Background: an optimization exercise with open tools, aiming at small area and a short achievable clock period. Do not read the settings as production practice.
At most, simulation tests tie the RTL to the original design; equivalence was not proved.
Power and IR drop assume default switching activity.

run A:
==> flow/design.v (excerpt) <==
module store_buffer_fwd #(
    parameter int SB_DEPTH = 8,
    parameter int TAG_W    = 5,
    parameter int ADDR_W   = 32
) (
    input  logic                      clk,
    input  logic                      rst,
    input  logic                      alloc_valid,
    output logic                      alloc_ready,
    input  logic [TAG_W-1:0]          alloc_rob_tag,
    input  logic [ADDR_W-1:0]         alloc_addr,
    input  logic [31:0]               alloc_wdata,
    input  logic [3:0]                alloc_wmask,
    input  logic                      commit_valid,
    input  logic [TAG_W-1:0]          commit_rob_tag,
    output logic                      commit_err,
    input  logic                      flush,
    output logic                      dmem_req_valid,
    input  logic                      dmem_req_ready,
    output logic [ADDR_W-1:0]         dmem_addr,
    output logic [31:0]               dmem_wdata,
    output logic [3:0]                dmem_wmask,
    input  logic                      dmem_resp,
    input  logic [ADDR_W-1:0]         ld_addr,
    input  logic [3:0]                ld_rmask,
    output logic [3:0]                fwd_mask,
    output logic [31:0]               fwd_data,
    output logic [$clog2(SB_DEPTH):0] count,
    output logic                      empty,
    output logic                      full
);
    localparam int N  = SB_DEPTH;
  ...
Settings: LEC_CHECK=0, CAP_MARGIN=20, CORE_MARGIN=2, CORE_UTILIZATION=60, CTS_CLUSTER_DIAMETER=60, CTS_CLUSTER_SIZE=30, PLACE_DENSITY=0.7, SETUP_SLACK_MARGIN=4, SLEW_MARGIN=20, SYNTH_HIERARCHICAL=1, SYNTH_MINIMUM_KEEP_SIZE=0; clock period 9.0 ns.
standard.sh (not shown) runs the stock make flow with config.mk's settings and CLKGATE_MAP_FILE= SYNTH_SCRIPT=/design/flow/synth_recipe.tcl, a recipe that flattens the netlist after the stock synthesis.
==> flow/flow/run.sh <==
#!/bin/bash
# Standard layout, with the ports buffered by the smallest plain buffer
# (the resizer upsizes the ones on critical paths). Full tool output goes
# to flow_standard.log in the work folder.
set -euo pipefail
export BUFFER_PORTS_ARGS="-buffer_cell sky130_fd_sc_hd__buf_1"
bash standard.sh finish > flow_standard.log 2>&1
What run B does differently from run A at the input level:
-- flow/config.mk --
<<< run A, line 13
export PLACE_DENSITY = 0.7
export SETUP_SLACK_MARGIN = 4
export SLEW_MARGIN = 20
>>> run B, line 13
export PLACE_DENSITY = 0.7
export SETUP_SLACK_MARGIN = 3.2
export SLEW_MARGIN = 20
[summary]
Run B finished every stage and its layout cleared the timing, DRC and antenna checks.
Synthesis-to-layout area growth came out lower on run B than on run A.
When run B is set beside run A, its met2 capacity usage during global routing turns out to be 1.5 points smaller.
The cell area reported for run B is smaller than that of run A by 2.0%.
The count of clock-buffer cells in the layout of run B is lower than that of run A.
Of run B and run A, the run reporting the lower non-clock buffer count was run B.
On run B: via count is about 2.3% lower than what run A gave.
Edits applied to the flow inputs when going from run B to run C:
-- flow/config.mk --
<<< run B, line 13
export PLACE_DENSITY = 0.7
export SETUP_SLACK_MARGIN = 3.2
export SLEW_MARGIN = 20
>>> run C, line 13
export PLACE_DENSITY = 0.7
export SETUP_SLACK_MARGIN = 3.4
export SLEW_MARGIN = 20
### Flow results
- | data arrival time of the critical path | higher: run C |
- Run C | stages: all done | timing, DRC, antenna: all pass
- In run C relative to run B, total net switching power had gone down slightly.
- Diff run B -> run C | number of buffers added by the clock tree synthesis step | up by a few percent
- Cmp run C and run B / critical path depth / lower: run C
- Run C vs run B: core utilization up in run C
- Taking run B as the reference, in run C growth of design area from synthesis to finish increased 2.5 points; multi-input combinational cell count essentially unchanged; sequential share of layout area decreased 1.1 points; share of the clock period used by the worst path after layout increased 0.87 points; number of antenna violations at the first check in global routing decreased 3.

* * *

Another version of the RTL of store_buffer_fwd (not shown whole).
Size: ~2,000 cells after synthesis, about 590 flip-flops, ~230 I/O pins.
==> flow/design.v (excerpt) <==
module store_buffer_fwd #(
    parameter int SB_DEPTH = 8,
    parameter int TAG_W    = 5,
    parameter int ADDR_W   = 32
) (
    input  logic                      clk,
    input  logic                      rst,
    input  logic                      alloc_valid,
    output logic                      alloc_ready,
    input  logic [TAG_W-1:0]          alloc_rob_tag,
    input  logic [ADDR_W-1:0]         alloc_addr,
    input  logic [31:0]               alloc_wdata,
    input  logic [3:0]                alloc_wmask,
    input  logic                      commit_valid,
    input  logic [TAG_W-1:0]          commit_rob_tag,
    output logic                      commit_err,
    input  logic                      flush,
    output logic                      dmem_req_valid,
    input  logic                      dmem_req_ready,
    output logic [ADDR_W-1:0]         dmem_addr,
    output logic [31:0]               dmem_wdata,
    output logic [3:0]                dmem_wmask,
    input  logic                      dmem_resp,
    input  logic [ADDR_W-1:0]         ld_addr,
    input  logic [3:0]                ld_rmask,
    output logic [3:0]                fwd_mask,
    output logic [31:0]               fwd_data,
    output logic [$clog2(SB_DEPTH):0] count,
    output logic                      empty,
    output logic                      full
);
==> flow/config.mk <==
export PLATFORM = sky130hd
export DESIGN_NAME = store_buffer_fwd
export DESIGN_NICKNAME = store_buffer_fwd
export VERILOG_FILES = /design/flow/design.v
export SDC_FILE = /design/flow/constraint.sdc
export NUM_CORES = 4
export LEC_CHECK = 0
export CAP_MARGIN = 20
export CORE_MARGIN = 2
export CORE_UTILIZATION = 60
export CTS_CLUSTER_DIAMETER = 60
export CTS_CLUSTER_SIZE = 30
export PLACE_DENSITY = 0.7
export SETUP_SLACK_MARGIN = 4
export SLEW_MARGIN = 20
export SYNTH_HIERARCHICAL = 1
export SYNTH_MINIMUM_KEEP_SIZE = 0
==> flow/constraint.sdc <==
create_clock -name core_clock -period 9.0 [get_ports {clk}]
set_input_delay 1.8000 -clock core_clock [delete_from_list [all_inputs] [get_ports {clk}]]
set_output_delay 1.8000 -clock core_clock [all_outputs]
set_load 0.01 [all_outputs]
Scripts as last shown in full above: flow/flow/run.sh
The baseline finished with timing, DRC and antenna clean.
Change:
SETUP_SLACK_MARGIN = 3   (was 4)
After rerunning: The new run completed without violations. First-iteration DRC count drops by 4.4%. Power drops by 1.3%. Worst hold slack improved by 0.0079 ns. Register-to-register slack got worse by 0.64 ns. Worst setup slack got worse by 0.14 ns. Routed wire length drops by 3.9%. Critical path depth is unchanged. Final cell count drops by 1.4%. Via count drops by 2.6%. Global-route usage drops by 0.98 points. Combinational power drops by 13%.
Function was not checked in any run of this note: the RTL went through the layout flow alone.

* * *

Setup of build 15:
RTL: one of the versions met above, not the one the previous note started from.
For scale: roughly 230 I/O pins, about 0.027 mm^2 of cells after synthesis.
==> flow/config.mk <==
export PLATFORM = sky130hd
export DESIGN_NAME = store_buffer_fwd
export DESIGN_NICKNAME = store_buffer_fwd
export VERILOG_FILES = /design/flow/design.v
export SDC_FILE = /design/flow/constraint.sdc
export NUM_CORES = 4
export LEC_CHECK = 0
export CAP_MARGIN = 20
export CORE_MARGIN = 2
export CORE_UTILIZATION = 60
export CTS_BUF_LIST = sky130_fd_sc_hd__clkbuf_8
export CTS_CLUSTER_DIAMETER = 50
export CTS_CLUSTER_SIZE = 20
export PLACE_DENSITY = 0.7
export SETUP_SLACK_MARGIN = 3
export SLEW_MARGIN = 20
export SYNTH_HIERARCHICAL = 1
export SYNTH_MINIMUM_KEEP_SIZE = 0
==> flow/constraint.sdc <==
create_clock -name core_clock -period 9.0 [get_ports {clk}]
set_input_delay 1.8000 -clock core_clock [delete_from_list [all_inputs] [get_ports {clk}]]
set_output_delay 1.8000 -clock core_clock [all_outputs]
set_load 0.01 [all_outputs]
Scripts as last shown in full above: flow/flow/run.sh
Setup changes, build 15 to trial 68
- CTS_CLUSTER_SIZE now 30, was 20
- CTS_CLUSTER_DIAMETER now 60, was 50
- CTS_BUF_LIST no longer set, was sky130_fd_sc_hd__clkbuf_8
## What came out
The multi-input logic portion of the cell area was comparable across trial 68 and build 15. Of trial 68 and build 15, the run reporting the lower overall track demand over capacity in global routing was trial 68. Trial 68 reports a higher power than build 15 does. Trial 68 vs build 15 — average vias per placed instance rose 0.044. In terms of part of the cycle the worst path needs, build 15 and trial 68 differ only marginally. Taking build 15 as the reference, in trial 68 number of antenna diodes went up by 2, worst slew margin relative to its limit went up by 1.4 points, H-tree level count was more or less identical, count of flip-flops with a built-in enable after synthesis was more or less identical.

* * *

red:
store_buffer_fwd, a different RTL version from the one above (not shown whole).
For scale: ~2,200 cells after synthesis, about 590 flip-flops, roughly 230 I/O pins, ~0.028 sq mm of cells after synthesis.
export LEC_CHECK = 0
export CAP_MARGIN = 20
export CORE_MARGIN = 2
export CORE_UTILIZATION = 60
export CTS_BUF_LIST = sky130_fd_sc_hd__clkbuf_4 sky130_fd_sc_hd__clkbuf_8
export PLACE_DENSITY = 0.7
export SETUP_SLACK_MARGIN = 3
export SLEW_MARGIN = 20
export SYNTH_HIERARCHICAL = 1
create_clock -name core_clock -period 9.0 [get_ports {clk}]
Scripts as last shown in full above: flow/flow/run.sh
Edits applied to the flow inputs when going from red to blue:
==> flow/run.sh (new file) <==
#!/bin/bash
# synth_recipe.tcl (not shown) runs the flow's synth.tcl, then flattens the netlist and writes it again
# the make line also repeats each setting of config.mk as NAME=value (left out here)
make -C /OpenROAD-flow-scripts/flow DESIGN_CONFIG=/design/flow/config.mk WORK_HOME=/design/flow/orfs CLKGATE_MAP_FILE= SYNTH_SCRIPT=/design/flow/synth_recipe.tcl finish
-- flow/config.mk --
<<< red, line 11
export CTS_BUF_LIST = sky130_fd_sc_hd__clkbuf_4 sky130_fd_sc_hd__clkbuf_8
>>> blue, line 11
<<< red, line 13
export SETUP_SLACK_MARGIN = 3
>>> blue, line 12
export SETUP_SLACK_MARGIN = 4
removed: flow/flow/run.sh
removed: flow/standard.sh
## What came out
- Of blue and red, the lower cell count belongs to red.
- Highest achievable clock rate (higher): red
- Power density normalized to cell area, blue and red: higher on red
- Compared with red, blue degrades wire length.
- blue has clock network latency to the later pin of the worst-skew pair below what red had.
- Clock tree cell share of total cell area sits lower in blue than in red.
- | power spent charging and discharging nets | lower: red |
- red → blue: flip-flop and latch area level, area growth from synthesis to layout increased by 10 points relative to the old numbers, number of antenna violations at the first check in global routing saw a decrease.
- On part of the cycle the worst path needs: between blue and red, it ends up lower for red.
No functional check of the RTL was part of any run of this note.

static timing again, ports no longer ideal:
In the flow no input, the clock included, has a driving cell. The finished layouts below were timed again as built, in two steps.
Step 1 sets driving cells, clkbuf_16 on the clock port and buf_2 on the other inputs (assumed; they add their load-dependent delay and slew).
Step 2, shift: input delay + t, output delay - t, t = (earliest + latest rising clock arrival at the registers) / 2. This alone moves slack from input paths to output paths.
a / b / c = no drivers / after step 1 / after step 2; a / b = the first two.
| run | t (ns) | setup WS [ns] | worst setup path after step 2 | clock arrival spread, ns | cell pins on the clock port's net |
|---|---|---|---|---|---|
| run A | 0.654 | 3.130 / 3.076 / 3.076 | input to output | 0.042 / 0.042 | 1 |
| run B | 0.661 | 3.193 / 3.141 / 3.141 | input to output | 0.041 / 0.041 | 1 |
| run C | 0.653 | 3.115 / 3.071 / 3.071 | input to output | 0.036 / 0.036 | 1 |
| the first run of note 2 | 0.655 | 3.170 / 3.126 / 3.126 | input to output | 0.035 / 0.035 | 1 |
| the second run of note 2 | 0.655 | 3.028 / 3.000 / 3.000 | input to output | 0.025 / 0.025 | 1 |
| build 15 | 0.740 | 3.049 / 2.966 / 2.966 | input to output | 0.044 / 0.044 | 1 |
| trial 68 | 0.654 | 3.037 / 2.976 / 2.976 | input to output | 0.042 / 0.042 | 1 |
| red | 0.747 | 2.984 / 2.869 / 2.869 | input to output | 0.046 / 0.046 | 1 |
| blue | 0.696 | 2.950 / 2.895 / 2.895 | input to output | 0.016 / 0.016 | 1 |
After both steps every run listed still meets setup and hold. The setup slack of red, which loses most, moves by -0.115 ns with the drivers and by -0.115 ns with both steps.
